Context: an optimization exercise on an open-source flow, tuned for small area, a short achievable clock period and few clock cycles. The choices shown serve that exercise and are no tape-out recipe.
No functional check of the RTL was part of any run shown here.
Power figures rest on the tool's default switching activity, not on a simulated workload.

==> flow/flow/run.sh <==
#!/bin/bash
set -euo pipefail
export BUFFER_PORTS_ARGS="-buffer_cell sky130_fd_sc_hd__buf_1"
bash standard.sh finish > standard_make.log 2>&1
==> flow/standard.sh <==
#!/bin/bash
# synth_recipe.tcl (not shown) runs the flow's synth.tcl, then flattens the netlist and writes it again
# the make line also repeats each setting of config.mk as NAME=value (left out here)
make -C /OpenROAD-flow-scripts/flow DESIGN_CONFIG=/design/flow/config.mk WORK_HOME=/design/flow/orfs CLKGATE_MAP_FILE= SYNTH_SCRIPT=/design/flow/synth_recipe.tcl "${@:-finish}"
==> flow/config.mk <==
export PLATFORM = sky130hd
export DESIGN_NAME = phase_synthesizer
export DESIGN_NICKNAME = phase_synthesizer
export VERILOG_FILES = /design/flow/design.v
export SDC_FILE = /design/flow/constraint.sdc
export NUM_CORES = 4
export LEC_CHECK = 0
export CAP_MARGIN = 20
export CORE_MARGIN = 2
export CORE_UTILIZATION = 40
export SLEW_MARGIN = 20
==> flow/constraint.sdc <==
create_clock -name core_clock -period 7.0 [get_ports {clock}]
set_input_delay 1.4000 -clock core_clock [delete_from_list [all_inputs] [get_ports {clock}]]
set_output_delay 1.4000 -clock core_clock [all_outputs]
set_load 0.01 [all_outputs]
==> flow/design.v <==
module phase_synthesizer #(
  parameter int ADDR_WIDTH  = 11,
  parameter int PHASE_WIDTH = 24,
  parameter int MAG_WIDTH   = 16,
  parameter int RATIO_WIDTH = 16,
  parameter int RATIO_FRAC  = 12
) (
  input  logic                   clock,
  input  logic                   reset,
  input  logic [PHASE_WIDTH-1:0] phase,
  input  logic [PHASE_WIDTH-1:0] phase_last,
  input  logic                   phases_valid,
  input  logic [ADDR_WIDTH-1:0]  k_max,
  input  logic [MAG_WIDTH-1:0]   magnitude,
  input  logic [RATIO_WIDTH-1:0] pitch_ratio,
  output logic [47:0]            m_tdata,
  output logic                   m_tvalid,
  input  logic                   m_tready,
  output logic                   m_tlast,
  output logic [15:0]            m_tuser,
  output logic                   busy,
  output logic [7:0]             dropped_count
);
  logic [23:0] ph_q, pl_q;       
  logic [10:0] k_q;              
  logic [15:0] r_q, mag_q;
  logic [23:0] s_acc_q;          
  logic [14:0] ms_q;             
  logic [15:0] mc_q;             
  logic        bw_q, ac_q;       
  logic [5:0]  cyc_q;
  logic        nphase_q, negd_q, accv_q, act_q;
  logic        busy_q, tvalid_q, tlast_q, hit_q, phit_q;
  logic [10:0] tu_q;
  logic [7:0]  drop_q;
  logic c_lt11, c_le22, c_eq23, c_eq24, c_ge24, c_lt60, c_op, c_eq59, c_rdy, c_ge26;
  assign c_lt11 = cyc_q < 6'd11;
  assign c_le22 = cyc_q <= 6'd22;
  assign c_eq23 = cyc_q == 6'd23;
  assign c_eq24 = cyc_q == 6'd24;
  assign c_ge24 = cyc_q >= 6'd24;
  assign c_lt60 = cyc_q < 6'd60;
  assign c_op   = (cyc_q >= 6'd36) && c_lt60;
  assign c_eq59 = cyc_q == 6'd59;
  assign c_rdy  = cyc_q == 6'd60;
  assign c_ge26 = cyc_q >= 6'd26;
  logic dsum, dbor;
  assign dsum = ph_q[0] ^ ~pl_q[0] ^ bw_q;
  assign dbor = (ph_q[0] & ~pl_q[0]) | (ph_q[0] & bw_q) | (~pl_q[0] & bw_q);
  logic        x;
  logic [15:0] sin, cin, fsum, fcar;
  logic        vnz;
  assign x = act_q & ((c_lt11 & k_q[0]) | (~nphase_q & c_ge24 & c_lt60 & ph_q[0]));
  always_comb begin
    for (int j = 0; j < 16; j++) begin
      sin[j] = (j < 15) ? ms_q[j] : 1'b0;
      cin[j] = mc_q[j];
      if (j < 3 && c_eq24) begin
        sin[j] = 1'b0;
        cin[j] = 1'b0;
      end
      {fcar[j], fsum[j]} = {1'b0, sin[j]} + {1'b0, cin[j]} + {1'b0, r_q[j] & x};
    end
  end
  assign vnz = |{ms_q[2:0], mc_q[2:0]};
  logic p;
  assign p = fsum[0];
  logic aa, ab, asum, acar;
  assign aa   = accv_q & (s_acc_q[0] ^ negd_q);
  assign ab   = p & ~nphase_q;
  assign asum = aa ^ ab ^ ac_q;
  assign acar = (aa & ab) | (aa & ac_q) | (ab & ac_q);
  logic [10:0] tn;
  logic        main_n, mirr_n, hitn, phitn, fin, adv, load, negstart, updend;
  assign tn      = tu_q + 11'd1;
  assign main_n  = ~tn[10] & (tn[9:0] == k_q[9:0]);
  assign mirr_n  = tu_q[10] & (tu_q[9:0] == ~k_q[9:0]);
  assign hitn    = main_n | mirr_n;
  assign phitn   = hitn & ~tlast_q;
  assign fin     = tvalid_q & m_tready & tlast_q;
  assign adv     = tvalid_q ? (m_tready & ~tlast_q) : (busy_q & (~tlast_q | c_ge26));
  assign load    = adv & ~(phitn & ~c_rdy);
  assign negstart = tvalid_q & m_tready & phit_q & ~tu_q[10];
  assign updend  = c_op & c_eq59 & ~nphase_q;
  always_ff @(posedge clock) begin
    if (!busy_q) begin
      ph_q    <= phase;
      pl_q    <= phase_last;
      k_q     <= k_max;
      r_q     <= pitch_ratio;
      mag_q   <= magnitude;
      bw_q    <= 1'b1;
      cyc_q   <= '0;
      nphase_q <= 1'b0;
      tu_q    <= '1;
      tlast_q <= 1'b1;
    end else begin
      ph_q <= {c_ge24 ? ph_q[23] : dsum, ph_q[23:1]};
      pl_q <= {1'b0, pl_q[23:1]};
      bw_q <= dbor;
      if (c_le22) k_q <= {p, k_q[10:1]};
      else begin
        k_q[9:0] <= k_q[9:0] | {10{k_q[10]}};
        k_q[10]  <= k_q[10] | (c_eq23 & p) | (c_eq24 & vnz);
      end
      if (negstart) cyc_q <= 6'd35;
      else if (!c_rdy) cyc_q <= cyc_q + 6'd1;
      if (negstart) nphase_q <= 1'b1;
      if (load) begin
        tu_q    <= tn;
        tlast_q <= &tn;
      end
    end
    if (load) begin
      hit_q  <= hitn;
      phit_q <= phitn;
    end
    if (c_op) s_acc_q <= {asum, s_acc_q[23:1]};
    ac_q <= c_op ? acar : negd_q;
  end
  always_ff @(posedge clock or posedge reset) begin
    if (reset) begin
      ms_q <= '0;
      mc_q <= '0;
    end else begin
      ms_q <= fsum[15:1];
      mc_q <= fcar;
    end
  end
  always_ff @(posedge clock or posedge reset) begin
    if (reset) begin
      busy_q   <= 1'b0;
      act_q    <= 1'b0;
      tvalid_q <= 1'b0;
      drop_q   <= '0;
      accv_q   <= 1'b0;
      negd_q   <= 1'b0;
    end else begin
      if (phases_valid && busy_q && (drop_q != 8'hFF)) drop_q <= drop_q + 8'd1;
      act_q <= busy_q | phases_valid;
      if (!busy_q) busy_q <= phases_valid;
      else if (fin) busy_q <= 1'b0;
      if (fin) tvalid_q <= 1'b0;
      else if (adv) tvalid_q <= load;
      if (updend) accv_q <= 1'b1;
      if (negstart) negd_q <= 1'b1;
      else if (updend) negd_q <= 1'b0;
    end
  end
  assign m_tdata       = {8'h00, mag_q & {16{hit_q}}, s_acc_q & {24{phit_q}}};
  assign m_tvalid      = tvalid_q;
  assign m_tlast       = tlast_q;
  assign m_tuser       = {5'h00, tu_q};
  assign busy          = busy_q;
  assign dropped_count = drop_q;
endmodule
==> impl_metrics.tcl, run 1 <==
set metrics [dict create \
    outcome "timing/DRC/antenna clean" \
    path_clk_slew_ns 0.07 \
    period_minus_slack_ns 3.270 \
    drc 0 \
    viasPerCell 4.808 \
    drt_first_pass_iters 4 \
    antenna_found_initial 0 \
    synthCells 600 \
    grt_pass1_wl_microns 23650 \
    grt_util_met2 0.2374 \
    dieArea_sq_um 20080 \
    initialDrtViolationCount 276 \
    synth_seq_area_share 0.5872 \
    fin_area_sq_um 8856 \
    cts_resized 0 \
    cts_setup_buffers 0 \
    ctsHoldBuffers 0 \
    worstPathMaxFanout 16 \
    synth_area_leader_cell "edfxtp_1" \
    dpl_cell_area_sq_um 8280 \
    grt_busiest_layer "met2" \
    dp_slack_ns 3.332 \
    routed_wl_microns 14390 \
    clk_latency_ns 0.43 \
    timing.final.crit_share 0.4672 \
    leakagePower_nw 3.464 \
    portBuffers 156 \
    grt_max_degree 78 \
    finalHoldViolCount 0 \
    grt_pass1_vias 4735 \
    yosys_warnings 1 \
    use_met3 0.04489 \
    critPathLaunchType "flip-flop" \
    yosysMostFrequentCell "dfxtp_1" \
    p_per_area_nw_per_um2 463.7 \
    worstSetupEndpointType "flip-flop" \
    io_pins 170 \
    vias 4784 \
    grt_usage 0.1499 \
    worst_slack_ns 3.730 \
    gp_congestion 0.8863 \
    die_width_microns 141.7 \
    dieHeight_microns 141.7 \
    cts-root-buf "clkbuf_16" \
    fp.coreArea_sq_um 18640 \
    synth_area_sq_um 7586 \
    use_met1 0.1942 \
    fin_tns_setup_ns 0 \
    cts_buffers 17 \
    clk_path_buf_depth 2 \
    crit_chain "and2_1, o2111ai_1, a21boi_2, nand2_1, fa_1, or2_2, fa_1, inv_1" \
    cp_slowest_cell "a21boi_2" \
    tightest_slew_ns 0.9332 \
    async_flop_share 0.2418 \
    synth.avg_cell_area_sq_um 12.64 \
    path_buf_inv 1 \
    synth_commonest_cells "dfxtp_1, and2_1, edfxtp_1" \
    critPathMostFrequentCell "fa_1" \
    rows 50 \
    timing.fmax_mhz 305.8 \
    setup_viol 0 \
    clock_sinks 182 \
    synthTopCellsByArea "edfxtp_1, dfxtp_1, dfrtp_1" \
    netlist.area_leader.share 0.2335 \
    ys_ff_latch 182 \
    synth.distinct_cells 66 \
    criticalPathCategory "reg2reg" \
    max_stage_delay_ns 0.51 \
    arrival_ns 3.45 \
    cpLargestDelayFamily "adder cells" \
    power_mw 4.107 \
    rsz0062_at_grt "false" \
    maxSlewViolCount 0 \
    diodes 0 \
    ir_drop_uv 201.8 \
    drive_above_1_share 0.1406 \
    wl_per_cell_microns 14.46 \
    grt_overflow 0 \
    detailed_place_hpwl_microns 10070 \
    htreeDepth 4 \
    fin_nets 867 \
    cts_tree "built" \
    hold_path.class "reg2reg" \
    synth-main-ff-cell "dfxtp_1" \
    synth-edff-count 59 \
    required_ns 7.18 \
    initial_core_util 0.4069 \
    syn_to_final_growth_pct 16.74 \
    fin_skew_ns 0.01005 \
    max_slew_margin 0.3778 \
    cap_violations 0 \
    ant_nets 0 \
]
[routing by layer]
layer / routed length (microns) / vias up
li1: - / 2337
met1: 6522 / 2286
met2: 6810 / 145
met3: 864 / 16
met4: 188 / 0
met5: 0 / -
[stage by stage]
step           std cells  hold slack [ns]    util
6_report             995           0.4393  0.4750
5_1_grt              995           0.4547  0.4750
4_1_cts              995           0.4447  0.4748
2_1_floorplan        612           0.4181       -
3_5_place_dp         963           0.4291  0.4442
3_3_place_gp         963           0.4285  0.4442
[sequential cells by signal, summed over array words and instances (netlist names)]
register / cells
negd_q: 1
k_q: 11
tvalid_q: 1
mc_q: 16
phit_q: 1
busy_q: 1
cyc_q: 6
ph_q: 24
r_q: 16
accv_q: 1
nphase_q: 1
ac_q: 1
mag_q: 16
hit_q: 1
act_q: 1
tu_q: 11
tlast_q: 1
bw_q: 1
ms_q: 15
pl_q: 24
drop_q: 8
s_acc_q: 24
[power by group]
| part | internal [mW] | total, mW | switching (mW) | leakage, nW |
|---|---|---|---|---|
| clock network | 0.483 | 0.921 | 0.438 | 0.283 |
| logic | 0.645 | 1.38 | 0.735 | 1.43 |
| registers | 1.53 | 1.81 | 0.280 | 1.75 |
| total | 2.65 | 4.11 | 1.45 | 3.46 |
[logic make-up (layout without fill, tap and decap cells)]
group | Yosys count | count (layout) | share of synthesized area
other | 1 | 13 | 0.0004943
DFF | 182 | 182 | 0.5872
and+or+nand+nor | 180 | 180 | 0.1336
buffers and inverters | 62 | 211 | 0.04486
muxes | 58 | 58 | 0.08577
adders and majority gates | 24 | 24 | 0.05641
xor gates and xnor gates | 31 | 31 | 0.03678
AOI/OAI and AO/OA | 62 | 62 | 0.05493
[final timing paths]
kind / cells past startpoint / from / endpoint / slack [ns]
max: 8 / cyc_q[3] / s_acc_q[23] / 3.73
min: 0 / s_acc_q[23] / s_acc_q[22] / 0.44
max reg2reg: 8 / cyc_q[3] / s_acc_q[23] / 3.73
min reg2reg: 0 / s_acc_q[23] / s_acc_q[22] / 0.44
max in group asynchronous: 2 / reset / busy_q / 5.22
min in group asynchronous: 2 / reset / ms_q[9] / 1.15
[cell type report]
cell class,count,area [sq um]
fillers,1679,9787
flip-flops and latches,182,4456
multi-input cells,368,2853
repair buffers,159,608.1
clock buffers,18,439.2
well taps,234,292.8
clock inverters,14,132.6
inverters,20,75.07
[cell usage in the layout, fill, tap and decap left out, types with 2 or more instances in the layout]
cell type,Yosys,routed
dfxtp_1,79,79
mux2_2,56,56
a21oi_1,22,22
dfrtp_1,44,43
conb_1,1,13
and2_1,61,61
nand2b_1,2,2
xor2_1,17,17
inv_1,20,18
and3_1,4,4
o21ai_1,6,6
nor3_1,3,3
a31oi_1,2,2
edfxtp_1,59,59
nand4_1,8,8
nand3_1,15,15
o31ai_1,3,3
buf_1,4,156
nor4_1,4,4
nor2_1,29,29
or4_1,4,4
clkbuf_16,0,17
or3_1,7,7
fa_1,17,17
nand2_1,30,30
or2_2,2,2
buf_4,15,3
inv_6,0,5
ha_1,7,7
mux2i_1,2,2
inv_8,0,4
xnor2_1,13,13
o21ai_0,9,9
==> inputs of run 2 (changes only) <==
--- a/flow/config.mk
+++ b/flow/config.mk
@@ -7,5 +7,6 @@
 export LEC_CHECK = 0
 export CAP_MARGIN = 20
 export CORE_MARGIN = 2
-export CORE_UTILIZATION = 40
+export CORE_UTILIZATION = 65
+export CTS_BUF_LIST = sky130_fd_sc_hd__clkbuf_8
 export SLEW_MARGIN = 20
==> impl_metrics.tcl, run 2 <==
set metrics [dict create \
    synth_area_leader_cell "edfxtp_1" \
    initialDrtViolationCount 263 \
    cap_violations 0 \
    diodes 0 \
    timing.fmax_mhz 281.2 \
    yosys_warnings 1 \
    fin_nets 868 \
    dieArea_sq_um 12550 \
    async_flop_share 0.2418 \
    cts_tree "built" \
    rsz0062_at_grt "false" \
    synthTopCellsByArea "edfxtp_1, dfxtp_1, dfrtp_1" \
    min_to "s_acc_q[18]" \
    arrival_ns 3.78 \
    die_width_microns 112.0 \
    worstPathMaxFanout 16 \
    ant_nets 0 \
    yosysMostFrequentCell "dfxtp_1" \
    outcome "timing/DRC/antenna clean" \
    reg2reg_to "s_acc_q[23]" \
    synthAdderAreaFrac 0.05641 \
    grt_pass1_wl_microns 22380 \
    path_clk_slew_ns 0.09 \
    layout_commonest_cell "buf_1" \
    timing.final.crit_share 0.5081 \
    synth_compound_area_frac 0.05492 \
    synthMuxAreaShare 0.08577 \
    synth.distinct_cells 66 \
    tightest_slew_ns 1.032 \
    worst_slack_ns 3.443 \
    p_per_area_nw_per_um2 443.4 \
    leakagePower_nw 3.378 \
    synth-edff-count 59 \
    cts_resized 0 \
    setup.worst_path.start "cyc_q[3]" \
    max_slew_margin 0.3107 \
    initial_core_util 0.6644 \
    hold_path.class "reg2reg" \
    synth.avg_cell_area_sq_um 12.64 \
    critPathLaunchType "flip-flop" \
    drive_above_1_share 0.1325 \
    syn_to_final_growth_pct 12.11 \
    fin_cells 905 \
    ctsHoldBuffers 0 \
    final_cell_mix "buf_1, dfxtp_1, and2_1" \
    period_minus_slack_ns 3.557 \
    gp_congestion 0.8617 \
    vias 4757 \
    setup_viol 0 \
    cts_setup_buffers 0 \
    maxSlewViolCount 0 \
    grt_overflow 0 \
    synth_commonest_cells "dfxtp_1, and2_1, edfxtp_1" \
    required_ns 7.22 \
    hold_depth 0 \
    clock_sinks 182 \
    worstSetupEndpointType "flip-flop" \
    placed_cells 873 \
    synth-simple-area-share 0.1336 \
    dieHeight_microns 112.0 \
    reg_top3 "ph_q (24), pl_q (24), s_acc_q (24)" \
    grt_usage 0.2288 \
    clk_path_buf_depth 2 \
    ff2ff_path_depth 8 \
    ir_drop_uv 370.8 \
    fin_skew_ns 0.01483 \
    fin_tns_setup_ns 0 \
    criticalPathCategory "reg2reg" \
    drt_first_pass_iters 6 \
    wl_per_cell_microns 14.98 \
    cts_buffers 17 \
    io_pins 170 \
    hp-start "s_acc_q[19]" \
    synth_xor_area_frac 0.03678 \
    viasPerCell 5.256 \
    synth_top_family_by_area "simple AND/OR/NAND/NOR gates" \
    drc 0 \
    clk_latency_ns 0.46 \
    grt_max_degree 80 \
    netlist.area_leader.share 0.2335 \
    worstReg2RegStart "cyc_q[3]" \
    grt_pass1_vias 4788 \
    antenna_found_initial 0 \
    detailed_place_hpwl_microns 9566 \
    synth-main-ff-cell "dfxtp_1" \
    htreeDepth 4 \
    hold_slack_ns 0.4492 \
    cts-root-buf "clkbuf_8" \
    ys_ff_latch 182 \
    synth_seq_area_share 0.5872 \
    power_mw 3.771 \
    rows 39 \
    r2r_slack_ns 3.44 \
    finalHoldViolCount 0 \
    fp.coreArea_sq_um 11420 \
    dp_slack_ns 3.431 \
    synth_area_sq_um 7586 \
    synthCells 600 \
    routed_wl_microns 13560 \
    portBuffers 156 \
]
run 2: cell counts after synthesis:
No cell type changed its count.
run 2: worst max-delay path by stage:
stage | endpoint | depth (start not counted)
2_1_floorplan | s_acc_q[0] | 3
3_3_place_gp | s_acc_q[23] | 8
3_5_place_dp | s_acc_q[23] | 8
4_1_cts | s_acc_q[23] | 8
5_1_grt | s_acc_q[23] | 8
6_report | s_acc_q[23] | 8
run 2: routing by layer:
layer  wire length, microns  global-route usage  share of wire  vias to the layer above
met5                      0                   0              0                        -
met4                    164             0.07724          0.012                        0
met3                    901             0.08099          0.066                       13
met2                   6719              0.3669           0.50                      130
met1                   5772              0.2949           0.43                     2278
li1                       -                   -              -                     2336
run 2: final cells by class:
class / count / area [sq um]
sequential: 182 / 4456
fill: 804 / 2914
multi-input combinational: 368 / 2849
timing repair buffer: 160 / 623.1
clock buffer: 17 / 234.0
tap: 143 / 178.9
clock inverter: 15 / 88.84
inverter: 20 / 75.07
run 2: where the power goes:
part | switching (mW) | internal [mW]
Sequential | 0.277 | 1.52
Combinational | 0.731 | 0.647
Clock | 0.352 | 0.240
run 2: logic make-up (layout without fill, tap and decap cells):
group	Yosys count	after routing
other	1	13
adder cells (fa/ha/maj)	24	24
flip-flops	182	182
multiplexers	58	58
AND/OR/NAND/NOR	180	180
buffers and inverters	62	212
XOR/XNOR	31	31
AO/OA/AOI/OAI	62	62
run 2: metrics by stage:
stage | utilization | instance area, sq um
6_report | 0.7448 | 8504
5_1_grt | 0.7448 | 8504
4_1_cts | 0.7448 | 8504
3_5_place_dp | 0.7165 | 8182
3_3_place_gp | 0.7152 | 8167
2_1_floorplan | - | 7631
run 2: critical path: stages (launching register included):
cell	delay, ns
dfxtp_1	0.47
and2_1	0.38
o2111ai_1	0.15
a21boi_1	0.83
nand2_1	0.18
fa_1	0.50
or2_2	0.30
fa_1	0.48
inv_1	0.03
==> inputs of run 3 (changes only) <==
--- a/flow/design.v
+++ b/flow/design.v
@@ -29,7 +29,7 @@
   logic [15:0] mc_q;             
   logic        bw_q, ac_q;       
   logic [5:0]  cyc_q;
-  logic        nphase_q, negd_q, accv_q, act_q;
+  logic        nphase_q, negd_q, accv_q, x_q;
   logic        busy_q, tvalid_q, tlast_q, hit_q, phit_q;
   logic [10:0] tu_q;
   logic [7:0]  drop_q;
@@ -50,7 +50,10 @@
   logic        x;
   logic [15:0] sin, cin, fsum, fcar;
   logic        vnz;
-  assign x = act_q & ((c_lt11 & k_q[0]) | (~nphase_q & c_ge24 & c_lt60 & ph_q[0]));
+  logic x_d;
+  assign x = x_q;
+  assign x_d = busy_q ? (((cyc_q < 6'd10) & k_q[1]) | (~nphase_q & (cyc_q >= 6'd23) & (cyc_q < 6'd59) & ph_q[1]))
+                      : (phases_valid & k_max[0]);
   always_comb begin
     for (int j = 0; j < 16; j++) begin
       sin[j] = (j < 15) ? ms_q[j] : 1'b0;
@@ -130,14 +133,14 @@
   always_ff @(posedge clock or posedge reset) begin
     if (reset) begin
       busy_q   <= 1'b0;
-      act_q    <= 1'b0;
+      x_q      <= 1'b0;
       tvalid_q <= 1'b0;
       drop_q   <= '0;
       accv_q   <= 1'b0;
       negd_q   <= 1'b0;
     end else begin
       if (phases_valid && busy_q && (drop_q != 8'hFF)) drop_q <= drop_q + 8'd1;
-      act_q <= busy_q | phases_valid;
+      x_q <= x_d;
       if (!busy_q) busy_q <= phases_valid;
       else if (fin) busy_q <= 1'b0;
       if (fin) tvalid_q <= 1'b0;
--- a/flow/config.mk
+++ b/flow/config.mk
@@ -9,4 +9,5 @@
 export CORE_MARGIN = 2
 export CORE_UTILIZATION = 65
 export CTS_BUF_LIST = sky130_fd_sc_hd__clkbuf_8
+export SETUP_SLACK_MARGIN = 4.0
 export SLEW_MARGIN = 20
==> impl_metrics.tcl, run 3 <==
set metrics [dict create \
    outcome "timing/DRC/antenna clean" \
    initialDrtViolationCount 348 \
    grt_overflow 0 \
    synth_seq_area_share 0.5890 \
    ys_ff_latch 182 \
    gp_congestion 0.9228 \
    dieHeight_microns 111.9 \
    finalHoldViolCount 0 \
    synth-edff-count 59 \
    drive_above_1_share 0.1349 \
    synthAdderAreaFrac 0.05659 \
    fp.coreArea_sq_um 11370 \
    dieArea_sq_um 12510 \
    tightest_slew_ns 0.8964 \
    fillers 772 \
    timing.fmax_mhz 351.4 \
    cts-root-buf "clkbuf_8" \
    fin_nets 877 \
    required_ns 5.60 \
    critPathLaunchType "flip-flop" \
    maxSlewViolCount 0 \
    syn_to_final_growth_pct 14.30 \
    fin_skew_ns 0.006500 \
    synthCells 607 \
    detailed_place_hpwl_microns 9774 \
    routed_wl_microns 13930 \
    worstPathMaxFanout 80 \
    clock_sinks 182 \
    htreeDepth 4 \
    p_per_area_nw_per_um2 447.1 \
    synth.distinct_cells 57 \
    synth_xor_area_frac 0.03243 \
    initial_core_util 0.6651 \
    netlist.area_leader.share 0.2343 \
    portBuffers 156 \
    wl_per_cell_microns 15.24 \
    viasPerCell 5.391 \
    synth_commonest_cells "dfxtp_1, and2_1, edfxtp_1" \
    synth_area_leader_cell "edfxtp_1" \
    cp_slowest_cell "buf_8" \
    ctsHoldBuffers 0 \
    die_width_microns 111.9 \
    ant_nets 0 \
    max_slew_margin 0.4016 \
    ir_drop_uv 336.2 \
    yosys_warnings 1 \
    leakagePower_nw 3.382 \
    async_flop_share 0.2418 \
    grt_pass1_vias 4866 \
    max_stage_delay_ns 0.41 \
    synth_compound_area_frac 0.06205 \
    cts_tree "built" \
    synth-simple-area-share 0.1353 \
    grt_pass1_wl_microns 23080 \
    clk_latency_ns 0.45 \
    io_pins 170 \
    path_buf_inv 2 \
    cap_violations 0 \
    setup_viol 0 \
    synth_area_sq_um 7562 \
    arrival_ns 1.45 \
    synth_top_family_by_area "simple AND/OR/NAND/NOR gates" \
    clk_path_buf_depth 2 \
    drt_first_pass_iters 5 \
    worstSetupEndpointType "output port" \
    drc 0 \
    antenna_found_initial 0 \
    path_clk_slew_ns 0.08 \
    fin_area_sq_um 8643 \
    fin_tns_setup_ns 0 \
    crit_chain "buf_8, buf_1" \
    diodes 0 \
    cts_buffers 17 \
    grt_max_degree 81 \
    hold_path.class "reg2reg" \
    timing.final.crit_share 0.4065 \
    grt_usage 0.2339 \
    rows 39 \
    post-route-util 0.7602 \
    cpLargestDelayFamily "buffers and inverters" \
    dpl_cell_area_sq_um 8180 \
    synthMuxAreaShare 0.08455 \
    rsz0062_at_grt "false" \
    synthTopCellsByArea "edfxtp_1, dfxtp_1, dfrtp_1" \
    layout_commonest_cell "buf_1" \
    period_minus_slack_ns 2.846 \
    synth.avg_cell_area_sq_um 12.46 \
    criticalPathCategory "reg2out" \
    yosysMostFrequentCell "dfxtp_1" \
    vias 4927 \
    reg_top3 "ph_q (24), pl_q (24), s_acc_q (24)" \
    synth-main-ff-cell "dfxtp_1" \
    hold_slack_ns 0.4497 \
    final_cell_mix "buf_1, dfxtp_1, and2_1" \
]
run 3: layout make-up:
| cell class | instances | area [sq um] | area share |
|---|---|---|---|
| Inverter | 18 | 67.56 | 0.007817 |
| Multi-Input combinational cell | 378 | 2878 | 0.3329 |
| Sequential cell | 182 | 4457 | 0.5156 |
| Timing Repair Buffer | 161 | 634.4 | 0.07339 |
| Clock inverter | 13 | 166.4 | 0.01925 |
| Tap cell | 143 | 178.9 | 0.02070 |
| Clock buffer | 19 | 261.5 | 0.03025 |
run 3: worst reg2reg max path, stage by stage, from the launching register on:
cell	delay, ns
dfxtp_1	0.53
ha_1	0.35
nand3_2	0.20
or4_1	0.52
a21oi_1	0.21
o32ai_2	0.15
o21ai_4	0.44
nor3b_1	0.23
a31oi_1	0.05
run 3: stage by stage:
step / total power, mW / setup slack (ns) / cells
finish: 3.864 / 4.154 / 914
global route: 4.146 / 4.011 / 914
CTS: 3.884 / 3.989 / 912
detailed placement: 3.128 / 4.040 / 880
global placement: 3.061 / 4.201 / 879
floorplan: 2.786 / 4.529 / 619
run 3: logic make-up after synthesis:
| kind of cell | after synthesis |
|---|---|
| AOI/OAI and AO/OA | 75 |
| xor gates and xnor gates | 28 |
| adders and majority gates | 24 |
| buffers and inverters | 59 |
| DFF | 182 |
| muxes | 57 |
| other | 1 |
| and+or+nand+nor | 181 |
run 3: repair_timing:
item,4_1_cts,5_1_grt
setup endpoints to repair,8,39
endpoints found under the hold margin,0,0
buffers inserted,0,2
gates resized for setup,1,4
run 3: worst paths after layout:
check / from / to / slack [ns] / depth (start not counted)
setup / recovery: busy_q / busy / 4.15 / 2
hold / removal: s_acc_q[9] / s_acc_q[8] / 0.45 / 0
setup reg to reg: tu_q[1] / tu_q[1] / 4.17 / 8
hold reg to reg: s_acc_q[9] / s_acc_q[8] / 0.45 / 0
max in group asynchronous: reset / busy_q / 5.27 / 2
min in group asynchronous: reset / ms_q[4] / 1.12 / 2
run 3: power by group:
part           switching (mW)  internal (mW)
combinational           0.694          0.614
clock                   0.366          0.378
sequential              0.285           1.53
run 3: metal layers:
metal | vias to the layer above | part of all wire | global-route usage
met3 | 21 | 0.072 | 0.07131
li1 | 2387 | - | -
met1 | 2344 | 0.42 | 0.3039
met4 | 0 | 0.018 | 0.08724
met2 | 175 | 0.49 | 0.3745
met5 | - | 0 | 0
==> inputs of run 4 (changes only) <==
--- a/flow/config.mk
+++ b/flow/config.mk
@@ -9,5 +9,5 @@
 export CORE_MARGIN = 2
 export CORE_UTILIZATION = 65
 export CTS_BUF_LIST = sky130_fd_sc_hd__clkbuf_8
-export SETUP_SLACK_MARGIN = 4.0
+export SETUP_SLACK_MARGIN = 4.6
 export SLEW_MARGIN = 20
==> impl_metrics.tcl, run 4 <==
set metrics [dict create \
    ant_nets 0 \
    syn_to_final_growth_pct 23.66 \
    hold_path.class "reg2reg" \
    synthCells 607 \
    drc 0 \
    antenna_found_initial 0 \
    final_cell_mix "buf_1, dfxtp_1, and2_1" \
    cp_slowest_cell "edfxtp_1" \
    fin_tns_setup_ns 0 \
    reg_top3 "ph_q (24), pl_q (24), s_acc_q (24)" \
    wl_per_cell_microns 17.47 \
    dieArea_sq_um 12510 \
    vias 5332 \
    worstPathMaxFanout 13 \
    power_mw 4.273 \
    grt_pass1_vias 5342 \
    io_pins 170 \
    cpLargestDelayFamily "flip-flops" \
    fin_nets 925 \
    synthMuxAreaShare 0.08455 \
    synth_xor_area_frac 0.03243 \
    grt_max_degree 45 \
    clk_path_buf_depth 2 \
    crit_chain "buf_6, and2_1, buf_1" \
    synth_top_family_by_area "simple AND/OR/NAND/NOR gates" \
    timing.final.crit_share 0.3899 \
    synth_seq_area_share 0.5890 \
    timing.fmax_mhz 366.4 \
    ctsHoldBuffers 0 \
    initialDrtViolationCount 320 \
    portBuffers 156 \
    synth-edff-count 59 \
    detailed_place_hpwl_microns 10080 \
    path_clk_slew_ns 0.10 \
    max_stage_delay_ns 0.43 \
    rows 39 \
    layout_commonest_cell "buf_1" \
    finalHoldViolCount 0 \
    gp_congestion 0.8561 \
    async_flop_share 0.2418 \
    synth_area_leader_cell "edfxtp_1" \
    rsz0062_at_grt "true" \
    placed_cells 879 \
    htreeDepth 4 \
    initial_core_util 0.6651 \
    cts_tree "built" \
    dieHeight_microns 111.9 \
    tightest_slew_ns 0.9127 \
    path_buf_inv 2 \
    synth-simple-area-share 0.1353 \
    cts-root-buf "clkbuf_8" \
    synth_compound_area_frac 0.06205 \
    fp.coreArea_sq_um 11370 \
    netlist.area_leader.share 0.2343 \
    criticalPathCategory "reg2out" \
    yosys_warnings 1 \
    setup_viol 0 \
    arrival_ns 1.33 \
    viasPerCell 5.543 \
    drt_first_pass_iters 5 \
    use_met1 0.3330 \
    routed_wl_microns 16800 \
    period_minus_slack_ns 2.729 \
    fillers 646 \
    drive_above_1_share 0.2576 \
    post-route-util 0.8225 \
    synth_commonest_cells "dfxtp_1, and2_1, edfxtp_1" \
    max_slew_margin 0.3903 \
    synth.avg_cell_area_sq_um 12.46 \
    clk_latency_ns 0.46 \
    ir_drop_uv 325.7 \
    critPathLaunchType "flip-flop" \
    clock_sinks 182 \
    outcome "timing/DRC/antenna clean" \
    synth.distinct_cells 57 \
    synth_area_sq_um 7562 \
    synthTopCellsByArea "edfxtp_1, dfxtp_1, dfrtp_1" \
    diodes 0 \
    leakagePower_nw 3.750 \
    grt_overflow 0 \
    yosysMostFrequentCell "dfxtp_1" \
    use_met3 0.08002 \
    fin_skew_ns 0.01702 \
    worstSetupEndpointType "output port" \
    ys_ff_latch 182 \
    grt_busiest_layer "met2" \
    die_width_microns 111.9 \
    fin_cells 962 \
    p_per_area_nw_per_um2 456.9 \
    maxSlewViolCount 0 \
    synthAdderAreaFrac 0.05659 \
    grt_util_met2 0.4614 \
    hold_slack_ns 0.4391 \
    cap_violations 0 \
    grt_pass1_wl_microns 26250 \
    cts_buffers 17 \
    required_ns 5.60 \
    grt_usage 0.2683 \
    synth-main-ff-cell "dfxtp_1" \
]
run 4: cell types whose count changed in the layout (fill, tap and decap cells not counted), sizes merged:
cell,change
buf,+33
clkbuf,+9
bufbuf,+3
bufinv,-2
clkinvlp,+2
inv,+2
o21ai,+2
clkinv,-1
run 4: metrics by stage:
stage	cell area [sq um]	setup WS [ns]
after floorplan	7629	4.599
after global placement	8178	3.811
after detailed placement	8193	3.726
after CTS	9131	4.255
after global routing	9351	4.204
final	9351	4.271
run 4: cells by family after synthesis:
group,after synthesis
mux,57
flops,182
fa+ha+maj,24
buf+inv,59
other cells,1
xor+xnor,28
compound gates,75
simple gates,181
run 4: worst paths after layout:
check                                 start           to  slack, ns  cells past startpoint
worst max-delay path                 phit_q   m_tdata[3]       4.27                      3
worst min-delay path            s_acc_q[15]  s_acc_q[14]       0.44                      0
worst max register to register      tu_q[1]      tu_q[8]       4.64                      8
worst min register to register  s_acc_q[15]  s_acc_q[14]       0.44                      0
max in group asynchronous             reset       busy_q       5.35                      2
min in group asynchronous             reset    drop_q[4]       1.12                      2
run 4: routing by layer:
| metal | vias up | wire length, microns |
|---|---|---|
| li1 | 2496 | - |
| met1 | 2591 | 6519 |
| met2 | 225 | 8791 |
| met3 | 20 | 1251 |
| met4 | 0 | 242 |
| met5 | - | 0 |
run 4: final cells by class:
cell class	instances	area [sq um]	area share
flip-flops and latches	182	4513	0.4826
multi-input cells	380	3047	0.3258
repair buffers	207	1161	0.1242
clock buffers	18	247.7	0.02649
well taps	143	178.9	0.01913
clock inverters	14	120.1	0.01284
inverters	18	83.83	0.008964
run 4: timing repair:
item / 4_1_cts / 5_1_grt
pin swaps: 5 / 11
buffers inserted: 36 / 10
gates cloned: 5 / 0
resized for setup: 59 / 39
endpoints found under the setup margin: 83 / 69
run 4: power by group:
| part | total [mW] | internal (mW) | switching, mW |
|---|---|---|---|
| Clock | 0.669 | 0.294 | 0.376 |
| Combinational | 1.81 | 0.893 | 0.921 |
| Sequential | 1.79 | 1.54 | 0.245 |
==> inputs of run 5 (changes only) <==
--- a/flow/design.v
+++ b/flow/design.v
@@ -31,6 +31,7 @@
   logic [5:0]  cyc_q;
   logic        nphase_q, negd_q, accv_q, x_q;
   logic        busy_q, tvalid_q, tlast_q, hit_q, phit_q;
+  logic        hit2_q, phit2_q, phit3_q;
   logic [10:0] tu_q;
   logic [7:0]  drop_q;
   logic c_lt11, c_le22, c_eq23, c_eq24, c_ge24, c_lt60, c_op, c_eq59, c_rdy, c_ge26;
@@ -123,6 +124,19 @@
   end
   always_ff @(posedge clock or posedge reset) begin
     if (reset) begin
+      hit2_q  <= 1'b0;
+      phit2_q <= 1'b0;
+    end else if (load) begin
+      hit2_q  <= hitn;
+      phit2_q <= phitn;
+    end
+  end
+  always_ff @(posedge clock) begin
+    if (!busy_q) phit3_q <= 1'b0;
+    else if (load) phit3_q <= phitn;
+  end
+  always_ff @(posedge clock or posedge reset) begin
+    if (reset) begin
       ms_q <= '0;
       mc_q <= '0;
     end else begin
@@ -150,7 +164,8 @@
       else if (updend) negd_q <= 1'b0;
     end
   end
-  assign m_tdata       = {8'h00, mag_q & {16{hit_q}}, s_acc_q & {24{phit_q}}};
+  assign m_tdata       = {8'h00, mag_q[15:8] & {8{hit2_q}}, mag_q[7:0] & {8{hit_q}},
+                          s_acc_q[23:16] & {8{phit3_q}}, s_acc_q[15:8] & {8{phit2_q}}, s_acc_q[7:0] & {8{phit_q}}};
   assign m_tvalid      = tvalid_q;
   assign m_tlast       = tlast_q;
   assign m_tuser       = {5'h00, tu_q};
==> impl_metrics.tcl, run 5 <==
set metrics [dict create \
    fillers 676 \
    cts_buffers 17 \
    path_clk_slew_ns 0.09 \
    ant_nets 0 \
    netlist.area_leader.share 0.2268 \
    dp_slack_ns 4.200 \
    synth-main-ff-cell "dfxtp_1" \
    min_to "s_acc_q[1]" \
    p_per_area_nw_per_um2 438.3 \
    routed_wl_microns 17090 \
    layout_commonest_cell "buf_1" \
    worstPathMaxFanout 5 \
    ir_drop_uv 259.2 \
    initialDrtViolationCount 492 \
    dieHeight_microns 113.6 \
    yosysMostFrequentCell "dfxtp_1" \
    synth_area_leader_cell "edfxtp_1" \
    worstSetupEndpointType "output port" \
    diodes 0 \
    portBuffers 156 \
    synth_area_sq_um 7812 \
    final_cell_mix "buf_1, and2_1, dfxtp_1" \
    io_pins 170 \
    initial_core_util 0.6586 \
    fp.coreArea_sq_um 11860 \
    leakagePower_nw 3.977 \
    fin_skew_ns 0.01914 \
    htreeDepth 4 \
    drive_above_1_share 0.2998 \
    worst_slack_ns 4.318 \
    fin_nets 960 \
    rows 40 \
    setup_viol 0 \
    criticalPathCategory "reg2out" \
    ys_ff_latch 185 \
    hp-start "s_acc_q[2]" \
    post-route-util 0.8227 \
    hold_path.class "reg2reg" \
    max_slew_margin 0.5040 \
    r2r_slack_ns 4.57 \
    dieArea_sq_um 12910 \
    timing.final.crit_share 0.3831 \
    die_width_microns 113.6 \
    required_ns 5.60 \
    clk_path_buf_depth 2 \
    grt_max_degree 79 \
    clk_latency_ns 0.47 \
    synth_seq_area_share 0.5791 \
    syn_to_final_growth_pct 24.90 \
    grt_pass1_wl_microns 25930 \
    fin_tns_setup_ns 0 \
    reg_top3 "ph_q (24), pl_q (24), s_acc_q (24)" \
    ff2ff_path_depth 9 \
    critPathLaunchType "flip-flop" \
    cts_tree "built" \
    outcome "timing/DRC/antenna clean" \
    clock_sinks 185 \
    finalHoldViolCount 0 \
    maxSlewViolCount 0 \
    drt_first_pass_iters 7 \
    drc 0 \
    vias 5628 \
    cts-root-buf "clkbuf_8" \
    synth_commonest_cells "dfxtp_1, and2_1, edfxtp_1" \
    antenna_found_initial 0 \
    grt_pass1_vias 5327 \
    yosys_warnings 1 \
    async_flop_share 0.2486 \
    worstReg2RegStart "tu_q[1]" \
    wl_per_cell_microns 17.07 \
    hold_depth 0 \
    grt_usage 0.2602 \
    period_minus_slack_ns 2.682 \
    synthTopCellsByArea "edfxtp_1, dfxtp_1, dfrtp_1" \
    reg2reg_to "tu_q[8]" \
    synth-edff-count 59 \
    gp_congestion 0.8475 \
    rsz0062_at_grt "true" \
    timing.fmax_mhz 372.9 \
    synth.distinct_cells 65 \
    tightest_slew_ns 0.7439 \
    cap_violations 0 \
    arrival_ns 1.28 \
    synthCells 634 \
    viasPerCell 5.622 \
    grt_overflow 0 \
    synth.avg_cell_area_sq_um 12.32 \
    detailed_place_hpwl_microns 10390 \
]
[run 5: changes by cell type after synthesis, sizes merged, moves of 4 or more]
cell,previous run,this run
nand4b,2,6
o21ai,25,17
o31ai,1,7
nor2,25,32
nand4,10,5
or3,8,0
nand3,13,21
[run 5: worst max-delay path by stage]
stage                  start           to  cells past startpoint
finish                phit_q   m_tdata[6]                      3
global route          phit_q   m_tdata[6]                      3
CTS                    hit_q  m_tdata[26]                      2
detailed placement  m_tready      phit2_q                      5
global placement    m_tready      phit2_q                      5
floorplan           cyc_q[3]  s_acc_q[23]                      9
[run 5: metrics by stage]
step	instance area, sq um	power [mW]	std cells	hold slack, ns
finish	9758	4.276	1001	0.4476
global route	9758	4.534	1001	0.4689
CTS	9340	4.037	982	0.4486
detailed placement	8439	3.117	909	0.4255
global placement	8436	3.025	909	0.4261
floorplan	7869	2.774	646	0.4181
[run 5: kinds of logic after synthesis]
logic type | count (synthesis) | share of synthesized area
other | 1 | 0.0004800
xor gates and xnor gates | 29 | 0.03251
muxes | 61 | 0.08744
buffers and inverters | 63 | 0.03956
AOI/OAI and AO/OA | 75 | 0.06343
and+or+nand+nor | 196 | 0.1427
DFF | 185 | 0.5791
adders and majority gates | 24 | 0.05477
[run 5: layout make-up]
type / instances / area (sq um) / area share
Clock buffer: 18 / 247.7 / 0.02539
Inverter: 20 / 78.83 / 0.008078
Timing Repair Buffer: 219 / 1225 / 0.1255
Sequential cell: 185 / 4589 / 0.4703
Tap cell: 147 / 183.9 / 0.01885
Clock inverter: 14 / 171.4 / 0.01757
Multi-Input combinational cell: 398 / 3262 / 0.3343
[run 5: worst max-delay path, stage by stage (launching register included)]
cell and delay (ns):
edfxtp_1 0.39, buf_4 0.16, and2_1 0.15, clkbuf_2 0.13
[run 5: layer usage]
metal	share of wire	global-route usage
met1	0.39	0.3263
met5	0	0
met4	0.022	0.08455
met3	0.080	0.07758
met2	0.50	0.4375
[run 5: what timing repair did]
item / 4_1_cts / 5_1_grt
resized for setup: 68 / 72
hold buffers: 0 / 0
setup buffers: 41 / 18
cloned: 0 / 0
setup endpoints to repair: 81 / 82
pin swaps: 12 / 15
[run 5: power breakdown]
group	internal, mW	total (mW)	switching (mW)
combinational	0.847	1.73	0.878
clock	0.367	0.748	0.381
sequential	1.55	1.80	0.258
total	2.76	4.28	1.52
==> inputs of run 6 (changes only) <==
--- a/flow/config.mk
+++ b/flow/config.mk
@@ -8,6 +8,7 @@
 export CAP_MARGIN = 20
 export CORE_MARGIN = 2
 export CORE_UTILIZATION = 65
-export CTS_BUF_LIST = sky130_fd_sc_hd__clkbuf_8
+export CTS_BUF_LIST = sky130_fd_sc_hd__clkbuf_16
+export CTS_CLUSTER_SIZE = 50
 export SETUP_SLACK_MARGIN = 4.6
 export SLEW_MARGIN = 20
==> impl_metrics.tcl, run 6 <==
set metrics [dict create \
    ant_nets 0 \
    tightest_slew_ns 0.7420 \
    power_mw 4.424 \
    ctsHoldBuffers 0 \
    vias 5595 \
    fin_skew_ns 0.01662 \
    drc 0 \
    period_minus_slack_ns 2.629 \
    required_ns 5.60 \
    grt_pass1_vias 5209 \
    setup_viol 0 \
    worstSetupEndpointType "output port" \
    initial_core_util 0.6586 \
    maxSlewViolCount 0 \
    htreeDepth 4 \
    grt_usage 0.2567 \
    rsz0062_at_grt "true" \
    gp_congestion 0.8475 \
    dieArea_sq_um 12910 \
    criticalPathCategory "reg2out" \
    rows 40 \
    synth_seq_area_share 0.5791 \
    hold_depth 0 \
    yosysMostFrequentCell "dfxtp_1" \
    outcome "timing/DRC/antenna clean" \
    portBuffers 156 \
    detailed_place_hpwl_microns 10390 \
    syn_to_final_growth_pct 25.67 \
    finalHoldViolCount 0 \
    synth-edff-count 59 \
    p_per_area_nw_per_um2 450.6 \
    max_slew_margin 0.5053 \
    path_depth 2 \
    cts_buffers 17 \
    drt_first_pass_iters 6 \
    synth_area_leader_cell "edfxtp_1" \
    synth_commonest_cells "dfxtp_1, and2_1, edfxtp_1" \
    post-route-util 0.8277 \
    final_cell_mix "buf_1, dfxtp_1, and2_1, edfxtp_1, mux2_2" \
    grt_max_degree 79 \
    clk_latency_ns 0.42 \
    leakagePower_nw 4.001 \
    routed_wl_microns 17530 \
    io_pins 170 \
    diodes 0 \
    synth-main-ff-cell "dfxtp_1" \
    wl_per_cell_microns 17.66 \
    ys_ff_latch 185 \
    clock_sinks 185 \
    initialDrtViolationCount 502 \
    netlist.area_leader.share 0.2268 \
    grt_overflow 0 \
    ff2ff_path_depth 9 \
    timing.fmax_mhz 380.3 \
    fin_area_sq_um 9818 \
    antenna_found_initial 0 \
    synth_area_sq_um 7812 \
    synthCells 634 \
    fin_nets 952 \
    critPathLaunchType "flip-flop" \
    cts-root-buf "clkbuf_16" \
    hold_path.class "reg2reg" \
    path_buf_inv 1 \
    max_stage_delay_ns 0.50 \
    viasPerCell 5.634 \
    layout_commonest_cell "buf_1" \
    synth.avg_cell_area_sq_um 12.32 \
    path_clk_slew_ns 0.07 \
    die_width_microns 113.6 \
    worstPathMaxFanout 8 \
    arrival_ns 1.23 \
    ir_drop_uv 330.6 \
    synthTopCellsByArea "edfxtp_1, dfxtp_1, dfrtp_1" \
    fin_tns_setup_ns 0 \
    timing.final.crit_share 0.3756 \
    dieHeight_microns 113.6 \
    dpl_cell_area_sq_um 8439 \
    async_flop_share 0.2486 \
    cp_slowest_cell "edfxtp_1" \
    synth.distinct_cells 65 \
    cpLargestDelayFamily "flip-flops" \
    clk_path_buf_depth 2 \
    reg_top3 "ph_q (24), pl_q (24), s_acc_q (24)" \
    drive_above_1_share 0.2931 \
    grt_pass1_wl_microns 25680 \
    crit_chain "and2_1, clkbuf_2" \
    cap_violations 0 \
    yosys_warnings 1 \
    fp.coreArea_sq_um 11860 \
    cts_tree "built" \
]
run 6: cell counts after synthesis:
No cell type changed its count.
run 6: final cells by class:
cell class                      instances  area, sq um
Clock inverter                         13        115.1
Multi-Input combinational cell        398         3252
Timing Repair Buffer                  211         1124
Clock buffer                           19        475.5
Sequential cell                       185         4589
Tap cell                              147        183.9
Inverter                               20        78.83
Fill cell                             648         2043
run 6: stage by stage:
step                hold WS [ns]  setup WS, ns  cells
floorplan                 0.4181         4.604    646
global placement          0.4261         4.235    909
detailed placement        0.4255         4.200    909
CTS                       0.4432         4.365    965
global route              0.4510         4.298    993
finish                    0.4405         4.371    993
run 6: cells by family after synthesis:
kind of cell / synth area share
AND/OR/NAND/NOR: 0.1427
flip-flops: 0.5791
AO/OA/AOI/OAI: 0.06343
buffers and inverters: 0.03956
multiplexers: 0.08744
XOR/XNOR: 0.03251
adder cells (fa/ha/maj): 0.05477
other: 0.0004800
run 6: worst paths after layout:
kind	endpoint	slack, ns	start
min reg2reg	s_acc_q[1]	0.44	s_acc_q[2]
min in group asynchronous	mc_q[13]	0.91	reset
max in group asynchronous	phit2_q	5.61	reset
min	s_acc_q[1]	0.44	s_acc_q[2]
max reg2reg	tu_q[4]	4.59	tu_q[0]
max	m_tdata[24]	4.37	hit_q
run 6: timing repair:
action                                  CTS  global route
endpoints found under the setup margin   78            83
pin swaps                                13            15
hold endpoints to repair                  0             0
cloned                                    0             0
gates resized for setup                  56            78
setup buffers                            24            27
run 6: routing by layer:
layer,vias to the layer above,track usage,part of all wire
li1,2594,-,-
met1,2678,0.3302,0.40
met2,278,0.4303,0.51
met3,45,0.07598,0.073
met4,0,0.06829,0.019
met5,-,0,0
run 6: power by group:
group          internal (mW)  leakage [nW]  switching, mW  total, mW
clock network          0.537         0.304          0.408      0.944
logic                  0.802          1.92          0.864       1.67
registers               1.55          1.78          0.266       1.81
==> inputs of run 7 (changes only) <==
--- a/flow/design.v
+++ b/flow/design.v
@@ -24,14 +24,14 @@
   logic [23:0] ph_q, pl_q;       
   logic [10:0] k_q;              
   logic [15:0] r_q, mag_q;
-  logic [23:0] s_acc_q;          
+  logic [23:0] sn_acc_q;         
   logic [14:0] ms_q;             
   logic [15:0] mc_q;             
   logic        bw_q, ac_q;       
   logic [5:0]  cyc_q;
   logic        nphase_q, negd_q, accv_q, x_q;
-  logic        busy_q, tvalid_q, tlast_q, hit_q, phit_q;
-  logic        hit2_q, phit2_q, phit3_q;
+  logic        busy_q, tvalid_q, tlast_q;
+  logic        hit_a_q, hit_b_q, nph_a_q, nph_b_q, nph_c_q;
   logic [10:0] tu_q;
   logic [7:0]  drop_q;
   logic c_lt11, c_le22, c_eq23, c_eq24, c_ge24, c_lt60, c_op, c_eq59, c_rdy, c_ge26;
@@ -70,7 +70,7 @@
   logic p;
   assign p = fsum[0];
   logic aa, ab, asum, acar;
-  assign aa   = accv_q & (s_acc_q[0] ^ negd_q);
+  assign aa   = accv_q & ~(sn_acc_q[0] ^ negd_q);
   assign ab   = p & ~nphase_q;
   assign asum = aa ^ ab ^ ac_q;
   assign acar = (aa & ab) | (aa & ac_q) | (ab & ac_q);
@@ -84,7 +84,7 @@
   assign fin     = tvalid_q & m_tready & tlast_q;
   assign adv     = tvalid_q ? (m_tready & ~tlast_q) : (busy_q & (~tlast_q | c_ge26));
   assign load    = adv & ~(phitn & ~c_rdy);
-  assign negstart = tvalid_q & m_tready & phit_q & ~tu_q[10];
+  assign negstart = tvalid_q & m_tready & ~nph_a_q & ~tu_q[10];
   assign updend  = c_op & c_eq59 & ~nphase_q;
   always_ff @(posedge clock) begin
     if (!busy_q) begin
@@ -115,25 +115,31 @@
         tlast_q <= &tn;
       end
     end
-    if (load) begin
-      hit_q  <= hitn;
-      phit_q <= phitn;
-    end
-    if (c_op) s_acc_q <= {asum, s_acc_q[23:1]};
+    if (c_op) sn_acc_q <= {~asum, sn_acc_q[23:1]};
     ac_q <= c_op ? acar : negd_q;
   end
   always_ff @(posedge clock or posedge reset) begin
     if (reset) begin
-      hit2_q  <= 1'b0;
-      phit2_q <= 1'b0;
+      hit_a_q <= 1'b0;
+      nph_b_q <= 1'b0;
     end else if (load) begin
-      hit2_q  <= hitn;
-      phit2_q <= phitn;
+      hit_a_q <= hitn;
+      nph_b_q <= ~phitn;
     end
   end
-  always_ff @(posedge clock) begin
-    if (!busy_q) phit3_q <= 1'b0;
-    else if (load) phit3_q <= phitn;
+  always_ff @(posedge clock or posedge reset) begin
+    if (reset) begin
+      hit_b_q <= 1'b1;
+      nph_a_q <= 1'b1;
+    end else if (load) begin
+      hit_b_q <= hitn;
+      nph_a_q <= ~phitn;
+    end
+  end
+  always_ff @(posedge clock or posedge reset) begin
+    if (reset) nph_c_q <= 1'b1;
+    else if (load) nph_c_q <= ~phitn;
+    else if (!tvalid_q) nph_c_q <= 1'b1;
   end
   always_ff @(posedge clock or posedge reset) begin
     if (reset) begin
@@ -164,8 +170,9 @@
       else if (updend) negd_q <= 1'b0;
     end
   end
-  assign m_tdata       = {8'h00, mag_q[15:8] & {8{hit2_q}}, mag_q[7:0] & {8{hit_q}},
-                          s_acc_q[23:16] & {8{phit3_q}}, s_acc_q[15:8] & {8{phit2_q}}, s_acc_q[7:0] & {8{phit_q}}};
+  assign m_tdata       = {8'h00, mag_q[15:8] & {8{hit_b_q}}, mag_q[7:0] & {8{hit_a_q}},
+                          ~(sn_acc_q[23:16] | {8{nph_c_q}}), ~(sn_acc_q[15:8] | {8{nph_b_q}}),
+                          ~(sn_acc_q[7:0] | {8{nph_a_q}})};
   assign m_tvalid      = tvalid_q;
   assign m_tlast       = tlast_q;
   assign m_tuser       = {5'h00, tu_q};
--- a/flow/config.mk
+++ b/flow/config.mk
@@ -7,8 +7,7 @@
 export LEC_CHECK = 0
 export CAP_MARGIN = 20
 export CORE_MARGIN = 2
-export CORE_UTILIZATION = 65
-export CTS_BUF_LIST = sky130_fd_sc_hd__clkbuf_16
-export CTS_CLUSTER_SIZE = 50
-export SETUP_SLACK_MARGIN = 4.6
+export CORE_UTILIZATION = 50
+export CTS_BUF_LIST = sky130_fd_sc_hd__clkbuf_8
+export SETUP_SLACK_MARGIN = 4.0
 export SLEW_MARGIN = 20
==> impl_metrics.tcl, run 7 <==
set metrics [dict create \
    outcome "timing/DRC/antenna clean" \
    hold_path.class "reg2reg" \
    dieArea_sq_um 16520 \
    worstSetupEndpointType "output port" \
    grt_overflow 0 \
    gp_congestion 0.8465 \
    rows 45 \
    cts_resized 0 \
    crit_chain "and2_1, buf_1" \
    arrival_ns 1.37 \
    detailed_place_hpwl_microns 10290 \
    max_stage_delay_ns 0.61 \
    maxSlewViolCount 0 \
    synth-main-ff-cell "dfxtp_1" \
    synth.avg_cell_area_sq_um 12.41 \
    fin_nets 889 \
    setup.worst_path.start "hit_b_q" \
    ctsHoldBuffers 0 \
    fin_cells 971 \
    drive_above_1_share 0.1533 \
    htreeDepth 4 \
    yosys_warnings 1 \
    drc 0 \
    synth_commonest_cells "dfxtp_1, nor2_1, edfxtp_1, mux2_2, dfrtp_1" \
    synth-edff-count 57 \
    placed_cells 939 \
    grt_pass1_vias 4950 \
    synth.distinct_cells 63 \
    yosysMostFrequentCell "dfxtp_1" \
    timing.fmax_mhz 361.4 \
    period_minus_slack_ns 2.767 \
    timing.final.crit_share 0.3953 \
    wl_per_cell_microns 15.05 \
    synth_area_sq_um 7755 \
    worstPathMaxFanout 9 \
    final_cell_mix "buf_1, dfxtp_1, nor2_1" \
    initial_core_util 0.5101 \
    ys_ff_latch 185 \
    p_per_area_nw_per_um2 435.1 \
    ir_drop_uv 226.4 \
    critPathLaunchType "flip-flop" \
    path_clk_slew_ns 0.09 \
    die_width_microns 128.5 \
    criticalPathCategory "reg2out" \
    drt_first_pass_iters 4 \
    path_buf_inv 1 \
    rsz0062_at_grt "false" \
    layout_commonest_cell "buf_1" \
    fin_skew_ns 0.01279 \
    max_slew_margin 0.4207 \
    synthTopCellsByArea "edfxtp_1, dfxtp_1, dfrtp_1" \
    cts_setup_buffers 0 \
    dieHeight_microns 128.5 \
    synthCells 625 \
    vias 4925 \
    clk_latency_ns 0.45 \
    diodes 0 \
    worstReg2RegStart "tu_q[0]" \
    netlist.area_leader.share 0.2207 \
    finalHoldViolCount 0 \
    reg_top3 "ph_q (24), pl_q (24), sn_acc_q (24)" \
    clock_sinks 185 \
    setup_viol 0 \
    cp_slowest_cell "dfstp_2" \
    grt_max_degree 67 \
    cts_tree "built" \
    grt_pass1_wl_microns 24050 \
    syn_to_final_growth_pct 13.25 \
    antenna_found_initial 0 \
    grt_usage 0.1866 \
    clk_path_buf_depth 2 \
    routed_wl_microns 14610 \
    initialDrtViolationCount 225 \
    cts-root-buf "clkbuf_8" \
    required_ns 5.60 \
    synth_seq_area_share 0.5833 \
    ant_nets 0 \
    cpLargestDelayFamily "flip-flops" \
    tightest_slew_ns 0.8689 \
    leakagePower_nw 3.389 \
    fp.coreArea_sq_um 15200 \
    fin_tns_setup_ns 0 \
    portBuffers 156 \
    cap_violations 0 \
    synth_area_leader_cell "edfxtp_1" \
    io_pins 170 \
    hp-start "sn_acc_q[22]" \
    async_flop_share 0.2649 \
    cts_buffers 17 \
    hold_slack_ns 0.4570 \
    viasPerCell 5.072 \
]
==> run 7: final cells by class <==
cell class	count	area [sq um]
clock buffer	17	234.0
sequential	185	4524
tap	188	235.2
clock inverter	15	155.1
timing repair buffer	159	611.8
multi-input combinational	394	2972
fill	1320	6420
inverter	13	50.05
==> run 7: per-layer routing <==
metal	GRT usage	up-vias	wire, microns
li1	-	2424	-
met4	0.05371	0	138
met3	0.06362	16	887
met2	0.2985	138	6882
met1	0.2442	2347	6704
met5	0	-	0
==> run 7: worst paths after layout <==
path                                      to  slack [ns]  cells after the start
worst max register to register      tvalid_q        4.27                      8
worst min-delay path            sn_acc_q[21]        0.46                      0
worst max-delay path             m_tdata[34]        4.23                      2
max in group asynchronous             busy_q        5.38                      2
min in group asynchronous            mc_q[8]        1.07                      2
worst min register to register  sn_acc_q[21]        0.46                      0
==> run 7: per-stage QoR <==
step                cell area [sq um]  total power [mW]  setup slack, ns    util
CTS                              8781             3.883            4.177  0.5776
global route                     8782             4.137            4.015  0.5777
floorplan                        7805             2.845            4.432       -
detailed placement               8392             3.163            4.262  0.5520
global placement                 8381             3.103            4.280  0.5513
finish                           8782             3.821            4.233  0.5777
==> run 7: worst register-to-register path, stage by stage, from the launching register on <==
cell	delay (ns)
dfxtp_1	0.49
ha_1	0.41
nand3_1	0.22
or4_1	0.57
o211ai_2	0.09
nor2_1	0.07
o41a_1	0.49
o22ai_2	0.16
o221ai_2	0.11
==> run 7: logic make-up (layout without fill, tap and decap cells) <==
group | count (synthesis) | after routing | synth area share
AND/OR/NAND/NOR | 194 | 194 | 0.1344
flip-flops | 185 | 185 | 0.5833
AO/OA/AOI/OAI | 74 | 74 | 0.06470
multiplexers | 58 | 58 | 0.08406
buffers and inverters | 58 | 204 | 0.04098
XOR/XNOR | 31 | 31 | 0.03695
adder cells (fa/ha/maj) | 24 | 24 | 0.05518
other | 1 | 13 | 0.0004836
==> run 7: power by group <==
part | internal, mW | switching, mW | total, mW
Clock | 0.296 | 0.407 | 0.703
Sequential | 1.54 | 0.306 | 1.84
Combinational | 0.616 | 0.659 | 1.27
Total | 2.45 | 1.37 | 3.82
==> inputs of run 8 (changes only) <==
==> flow/flow/run.sh (replaced) <==
#!/bin/bash
set -euo pipefail
export BUFFER_PORTS_ARGS="-buffer_cell sky130_fd_sc_hd__buf_1"
export CTS_ARGS="-sink_clustering_enable -repair_clock_nets -buf_list sky130_fd_sc_hd__clkbuf_16 -sink_clustering_size 40 -sink_clustering_max_diameter 150 -sink_buffer_max_cap_derate 1.0 -dont_use_dummy_load"
bash standard.sh finish > standard_make.log 2>&1
--- a/flow/config.mk
+++ b/flow/config.mk
@@ -8,6 +8,5 @@
 export CAP_MARGIN = 20
 export CORE_MARGIN = 2
 export CORE_UTILIZATION = 50
-export CTS_BUF_LIST = sky130_fd_sc_hd__clkbuf_8
 export SETUP_SLACK_MARGIN = 4.0
 export SLEW_MARGIN = 20
==> impl_metrics.tcl, run 8 <==
set metrics [dict create \
    worstPathMaxFanout 9 \
    combPwrFrac 0.328 \
    synthAdderAreaFrac 0.05518 \
    cts_setup_buffers 0 \
    timing.final.crit_share 0.3898 \
    synth.distinct_cells 63 \
    tightest_slew_ns 0.8706 \
    timing.fmax_mhz 366.5 \
    grt_pass1_wl_microns 23870 \
    path_buf_inv 0 \
    fillers 1308 \
    rsz0062_at_grt "false" \
    initial_core_util 0.5101 \
    cts_buffers 17 \
    crit_chain "ha_1, nand3_1, or4_1, o211ai_2, nor2_1, o41a_1, o22ai_2, o221ai_2" \
    antenna_found_initial 0 \
    sw_frac_of_total 0.3368 \
    p_per_area_nw_per_um2 441.0 \
    grt_usage 0.1848 \
    drc 0 \
    synth_compound_area_frac 0.06470 \
    synth_area_leader_cell "edfxtp_1" \
    viasPerCell 5.136 \
    async_flop_share 0.2649 \
    synthCells 625 \
    yosys_warnings 1 \
    fin_tns_setup_ns 0 \
    rows 45 \
    clk_path_buf_depth 2 \
    cpLargestDelayFamily "simple AND/OR/NAND/NOR gates" \
    multi_input_area_sq_um 2972 \
    grt_max_degree 67 \
    critPathLaunchType "flip-flop" \
    worstSetupEndpointType "flip-flop" \
    max_slew_margin 0.4190 \
    maxSlewViolCount 0 \
    synth-edff-count 57 \
    p_switching_mw 1.310 \
    fp.coreArea_sq_um 15200 \
    reg_top3 "ph_q (24), pl_q (24), sn_acc_q (24)" \
    grt_overflow 0 \
    period_minus_slack_ns 2.728 \
    required_ns 7.28 \
    dp_slack_ns 4.262 \
    dieArea_sq_um 16520 \
    worstReg2RegStart "tu_q[0]" \
    portBuffers 156 \
    register_area_sq_um 4524 \
    synth_area_sq_um 7755 \
    worst_slack_ns 4.272 \
    synth_xor_area_frac 0.03695 \
    initialDrtViolationCount 258 \
    routed_wl_microns 14570 \
    outcome "timing/DRC/antenna clean" \
    cts_resized 0 \
    cts_tree "built" \
    final_cell_mix "buf_1, dfxtp_1, nor2_1" \
    io_pins 170 \
    wl_per_cell_microns 15.24 \
    synth.avg_cell_area_sq_um 12.41 \
    p_int_mw 2.579 \
    clock_sinks 185 \
    cp_slowest_cell "or4_1" \
    clk_latency_ns 0.41 \
    synth_top_family_by_area "simple AND/OR/NAND/NOR gates" \
    ctsHoldBuffers 0 \
    hold_path.class "reg2reg" \
    diodes 0 \
    die_width_microns 128.5 \
    criticalPathCategory "reg2reg" \
    htreeDepth 4 \
    fin_skew_ns 0.01804 \
    synth_seq_area_share 0.5833 \
    syn_to_final_growth_pct 13.71 \
    arrival_ns 3.00 \
    finalHoldViolCount 0 \
    synthTopCellsByArea "edfxtp_1, dfxtp_1, dfrtp_1" \
    cap_violations 0 \
    setup.worst_path.start "tu_q[0]" \
    dieHeight_microns 128.5 \
    netlist.area_leader.share 0.2207 \
    ys_ff_latch 185 \
    path_clk_slew_ns 0.07 \
    ir_drop_uv 221.7 \
    setup_viol 0 \
    synth-main-ff-cell "dfxtp_1" \
    synth-simple-area-share 0.1344 \
    max_stage_delay_ns 0.57 \
    vias 4910 \
    synth_commonest_cells "dfxtp_1, nor2_1, edfxtp_1, mux2_2, dfrtp_1" \
    synthMuxAreaShare 0.08406 \
    drt_first_pass_iters 5 \
    leakagePower_nw 3.397 \
    layout_commonest_cell "buf_1" \
    yosysMostFrequentCell "dfxtp_1" \
    detailed_place_hpwl_microns 10290 \
    gp_congestion 0.8465 \
    clkPwrFrac 0.196 \
    drive_above_1_share 0.1367 \
    hp-start "pl_q[23]" \
    ant_nets 0 \
    cts-root-buf "clkbuf_16" \
    seqPwrFrac 0.475 \
    grt_pass1_vias 4918 \
    fin_nets 889 \
]
run 8: final cells by class:
| cell class | count | share of cell area |
|---|---|---|
| Clock buffer | 17 | 0.04824 |
| Sequential cell | 185 | 0.5131 |
| Tap cell | 188 | 0.02667 |
| Timing Repair Buffer | 159 | 0.06938 |
| Inverter | 13 | 0.005675 |
| Multi-Input combinational cell | 394 | 0.3370 |
run 8: worst paths after layout:
check	end	slack (ns)	depth (start not counted)
setup / recovery	tvalid_q	4.27	8
hold / removal	pl_q[22]	0.45	1
setup reg to reg	tvalid_q	4.27	8
hold reg to reg	pl_q[22]	0.45	1
max in group asynchronous	busy_q	5.32	2
min in group asynchronous	mc_q[11]	1.12	2
run 8: logic make-up after synthesis:
logic type | count (synthesis)
buf+inv | 58
fa+ha+maj | 24
flops | 185
xor+xnor | 31
simple gates | 194
other cells | 1
mux | 58
compound gates | 74
run 8: metrics by stage:
step                      utilization  hold WS, ns  total power [mW]  area [sq um]  std cells
after floorplan                     -       0.4252             2.845          7805        637
after CTS                      0.5800       0.4445             3.947          8817        956
after global routing           0.5801       0.4559             4.197          8818        956
after global placement         0.5513       0.4351             3.103          8381        938
final                          0.5801       0.4481             3.889          8818        956
after detailed placement       0.5520       0.4364             3.163          8392        939
run 8: power groups by stage:
stage | Sequential (mW) | Clock [mW] | Combinational (mW)
3_5_place_dp | 1.87 | 0 | 1.29
3_3_place_gp | 1.86 | 0 | 1.24
4_1_cts | 1.86 | 0.791 | 1.30
2_1_floorplan | 1.75 | 0 | 1.09
5_1_grt | 1.91 | 0.831 | 1.45
6_report | 1.85 | 0.764 | 1.28
run 8: per-layer routing:
metal / share of wire / vias to the layer above / track usage / routed length, microns
li1: - / 2405 / - / -
met1: 0.46 / 2347 / 0.2422 / 6653
met2: 0.47 / 146 / 0.2982 / 6877
met3: 0.062 / 12 / 0.06195 / 899
met4: 0.0094 / 0 / 0.04859 / 137
met5: 0 / - / 0 / 0

-- static timing again, ports no longer ideal --
How much do the figures lean on ideal ports? The routed layouts below were timed once more, with nothing changed but the port constraints. Step 1 sets driving cells, clkbuf_16 on the clock port and buf_2 on the other inputs (assumed; they add their load-dependent delay and slew). Step 2, shift: input delay + t, output delay - t, t = (earliest + latest rising clock arrival at the registers) / 2. This alone moves slack from input paths to output paths. Slacks: no drivers / after step 1 / after step 2; pairs: no drivers / after step 1.
run | shift t [ns] | setup WS [ns] | hold slack, ns | latest minus earliest clock arrival (ns)
run 1 | 0.462 | 3.730 / 3.730 / 3.730 | 0.439 / 0.439 / 0.439 | 0.011 / 0.011
run 2 | 0.487 | 3.443 / 3.443 / 3.443 | 0.449 / 0.449 / 0.449 | 0.016 / 0.016
run 3 | 0.486 | 4.154 / 4.116 / 4.123 | 0.450 / 0.450 / 0.450 | 0.007 / 0.008
run 4 | 0.479 | 4.271 / 4.237 / 4.158 | 0.439 / 0.439 / 0.439 | 0.017 / 0.017
run 5 | 0.491 | 4.318 / 4.283 / 4.158 | 0.448 / 0.448 / 0.448 | 0.019 / 0.019
run 6 | 0.456 | 4.371 / 4.330 / 4.197 | 0.440 / 0.440 / 0.440 | 0.017 / 0.017
run 7 | 0.487 | 4.233 / 4.195 / 4.229 | 0.457 / 0.457 / 0.457 | 0.017 / 0.016
run 8 | 0.451 | 4.272 / 4.245 / 4.215 | 0.448 / 0.448 / 0.448 | 0.026 / 0.026
After both steps every run listed still meets setup and hold. The setup slack of run 6, which loses most, moves by -0.041 ns with the drivers and by -0.174 ns with both steps.
